Background: an optimization exercise with open tools, aiming at small area and a short achievable clock period. Do not read the settings as production practice.
Where RTL was checked, it was by simulation tests only, not by an equivalence proof against the original.

// fp_module
module fp_module (
    input  logic                     i_clk,
    input  logic                     i_rst,
    input  fp_format_pkg::fp_word_t  i_data_r1,
    input  fp_format_pkg::fp_word_t  i_data_r2,
    input  logic [5-1:0]      i_alu_ctrl,
    output fp_format_pkg::fp_word_t  o_data,
    output logic                     o_invalid
);
    logic                     sub_sign;
    logic [9:0]               sub_exp;
    logic [26:0]              sub_sig;
    logic                     sub_zero;
    logic                     mul_sign;
    logic [9:0]               mul_exp;
    logic [26:0]              mul_sig;
    logic                     mul_zero;
    logic                     is_mul;
    logic [31:0]              rnd_result;
    logic                     rnd_inv;
    fp_op_pkg::fp_class_t     class_code;
    logic                     nan_inf;
    fp_format_pkg::fp_word_t  data_next;
    logic                     invalid_next;
    fp_sub fp_sub_inst (
        .i_a         (i_data_r1),
        .i_b         (i_data_r2),
        .o_norm_sign (sub_sign),
        .o_norm_exp  (sub_exp),
        .o_norm_sig  (sub_sig),
        .o_norm_zero (sub_zero)
    );
    fp_mul fp_mul_inst (
        .i_a         (i_data_r1),
        .i_b         (i_data_r2),
        .o_norm_sign (mul_sign),
        .o_norm_exp  (mul_exp),
        .o_norm_sig  (mul_sig),
        .o_norm_zero (mul_zero)
    );
    assign is_mul = i_alu_ctrl[0];
    fp_round fp_round_inst (
        .i_norm_sign     (is_mul ? mul_sign : sub_sign),
        .i_norm_exp      (is_mul ? mul_exp  : sub_exp),
        .i_norm_sig      (is_mul ? mul_sig  : sub_sig),
        .i_norm_zero     (is_mul ? mul_zero : sub_zero),
        .o_result        (rnd_result),
  ...
Size: about 3600 cells after synthesis, ~24000 um2 of cells after synthesis.
==> module fp_ones_below, before the edit <==
module fp_ones_below #(
    parameter int W = 24
) (
    input  logic [W-2:0] i_bits,
    output logic [W-1:0] o_ones
);
    localparam int L = $clog2(W);
    logic [W-1:0] lv [0:L];
    assign lv[0] = {i_bits, 1'b1};
    genvar l, i;
    generate
        for (l = 0; l < L; l++) begin : g_lv
            for (i = 0; i < W; i++) begin : g_bit
                if (((i >> l) & 1) == 1) begin : g_and
                    assign lv[l+1][i] = lv[l][i] & lv[l][((i >> l) << l) - 1];
                end else begin : g_pass
                    assign lv[l+1][i] = lv[l][i];
                end
            end
        end
    endgenerate
    assign o_ones = lv[L];
endmodule
==> module fp_round, before the edit <==
module fp_round (
    input  logic        i_norm_sign,
    input  logic [9:0]  i_norm_exp,
    input  logic [26:0] i_norm_sig,
    input  logic        i_norm_zero,
    output logic [31:0] o_result,
    output logic        o_range_invalid
);
    logic [22:0] frac;
    logic        round_up;
    logic [23:0] frac_inc;
    logic [23:0] ones_below;
    logic        carry;
    logic        ovf;
    logic        unf;
    logic        normal;
    logic [7:0]  exp_out;
    logic [7:0]  exp_p1;
    assign frac     = i_norm_sig[25:3];
    assign round_up = i_norm_sig[2] & (i_norm_sig[1] | i_norm_sig[0] | frac[0]);
    fp_ones_below #(.W(24)) u_ones (.i_bits(frac), .o_ones(ones_below));
    assign frac_inc = {1'b0, frac} ^ ({24{round_up}} & ones_below);
    assign carry    = round_up & ones_below[23];
    assign ovf    = ~i_norm_zero & ~i_norm_exp[9] & (i_norm_exp[8] | (&i_norm_exp[7:0]));
    assign unf    = ~i_norm_zero & (i_norm_exp[9] | (i_norm_exp[8:0] == 9'd0));
    assign normal = ~i_norm_zero & ~ovf & ~unf;
    assign exp_p1  = i_norm_exp[7:0] + 8'd1;
    assign exp_out = carry ? exp_p1 : i_norm_exp[7:0];
    assign o_result = normal ? {i_norm_sign, exp_out, frac_inc[22:0]} :
                      ovf    ? {i_norm_sign, 8'hff, 23'd0} : 32'd0;
    assign o_range_invalid = ovf | unf | (normal & carry & (i_norm_exp[7:0] == 8'd254));
endmodule
==> flow/config.mk <==
export PLATFORM = sky130hd
export DESIGN_NAME = fp_module
export DESIGN_NICKNAME = fp_module
export VERILOG_FILES = /design/flow/design.v
export SDC_FILE = /design/flow/constraint.sdc
export NUM_CORES = 4
export LEC_CHECK = 0
export ABC_AREA = 1
export CAP_MARGIN = 20
export CORE_MARGIN = 2
export CORE_UTILIZATION = 40
export SETUP_SLACK_MARGIN = 4.5
export SLEW_MARGIN = 20
==> flow/constraint.sdc <==
create_clock -name core_clock -period 17.0 [get_ports {i_clk}]
set_input_delay 3.4000 -clock core_clock [delete_from_list [all_inputs] [get_ports {i_clk}]]
set_output_delay 3.4000 -clock core_clock [all_outputs]
set_load 0.01 [all_outputs]
standard.sh (not shown) runs the stock make flow with config.mk's settings and CLKGATE_MAP_FILE= SYNTH_SCRIPT=/design/flow/synth_recipe.tcl, a recipe that flattens the netlist after the stock synthesis.
==> flow/flow/run.sh <==
#!/bin/bash
set -euo pipefail
export BUFFER_PORTS_ARGS="-buffer_cell sky130_fd_sc_hd__buf_1"
R=orfs/results/sky130hd/fp_module/base
bash standard.sh synth > standard_synth.log 2>&1
cp $R/1_2_yosys.v yosys_netlist_standard.v
python3 flow/fixpol.py yosys_netlist_standard.v $R/1_2_yosys.v > fixpol.log 2>&1
rm -f $R/1_synth.odb $R/1_synth.sdc
bash standard.sh finish > standard_flow.log 2>&1
Other scripts of this flow, unchanged in this note and not shown: flow/flow/fixpol.py
Change:
--- a/flow/design.v
+++ b/flow/design.v
@@ -13,16 +13,16 @@
         FP_FCLASS = 5'b01111
     } fp_op_e;
     typedef logic [32-1:0] fp_class_t;
 endpackage
 module fp_ones_below #(
-    parameter int W = 24
+    parameter int W = 24,
+    parameter int L = 5      
 ) (
     input  logic [W-2:0] i_bits,
     output logic [W-1:0] o_ones
 );
-    localparam int L = $clog2(W);
     logic [W-1:0] lv [0:L];
     assign lv[0] = {i_bits, 1'b1};
     genvar l, i;
     generate
         for (l = 0; l < L; l++) begin : g_lv
@@ -55,11 +55,11 @@
     logic        normal;
     logic [7:0]  exp_out;
     logic [7:0]  exp_p1;
     assign frac     = i_norm_sig[25:3];
     assign round_up = i_norm_sig[2] & (i_norm_sig[1] | i_norm_sig[0] | frac[0]);
-    fp_ones_below #(.W(24)) u_ones (.i_bits(frac), .o_ones(ones_below));
+    fp_ones_below #(.W(24), .L(5)) u_ones (.i_bits(frac), .o_ones(ones_below));
     assign frac_inc = {1'b0, frac} ^ ({24{round_up}} & ones_below);
     assign carry    = round_up & ones_below[23];
     assign ovf    = ~i_norm_zero & ~i_norm_exp[9] & (i_norm_exp[8] | (&i_norm_exp[7:0]));
     assign unf    = ~i_norm_zero & (i_norm_exp[9] | (i_norm_exp[8:0] == 9'd0));
     assign normal = ~i_norm_zero & ~ovf & ~unf;
Effect: The changed run finished with timing, DRC and antenna clean; setup slack stays the same; first-iteration DRC count does not change; non-clock buffer count does not change; clock-buffer cell count is unchanged; hold slack does not change; design area is unchanged; critical path depth stays the same; routed wire length does not change.
No functional check of the RTL was part of the first run of this note.

static timing again, ports no longer ideal:
No port has a modelled driver above. Below, the same layouts with a new extraction and two added sets of constraints. Step 1: set_driving_cell puts a clkbuf_16 on i_clk and a buf_2 on each other input, an assumption about the parent block. Step 2 adds t to the input delays and takes it off the output delays; t is the mean of the earliest and latest rising clock arrival at the registers after step 1. Input paths then give back, and output paths get back, about the clock's delay inside the block. Slacks: no drivers / after step 1 / after step 2; pairs: no drivers / after step 1.
run	shift t [ns]	setup slack, ns	worst slew at a driven data input, ns
the first run	0.310	5.065 / 5.039 / 4.729	0.15
the second run	0.310	5.065 / 5.039 / 4.729	0.15
After both steps every run listed still meets setup and hold.
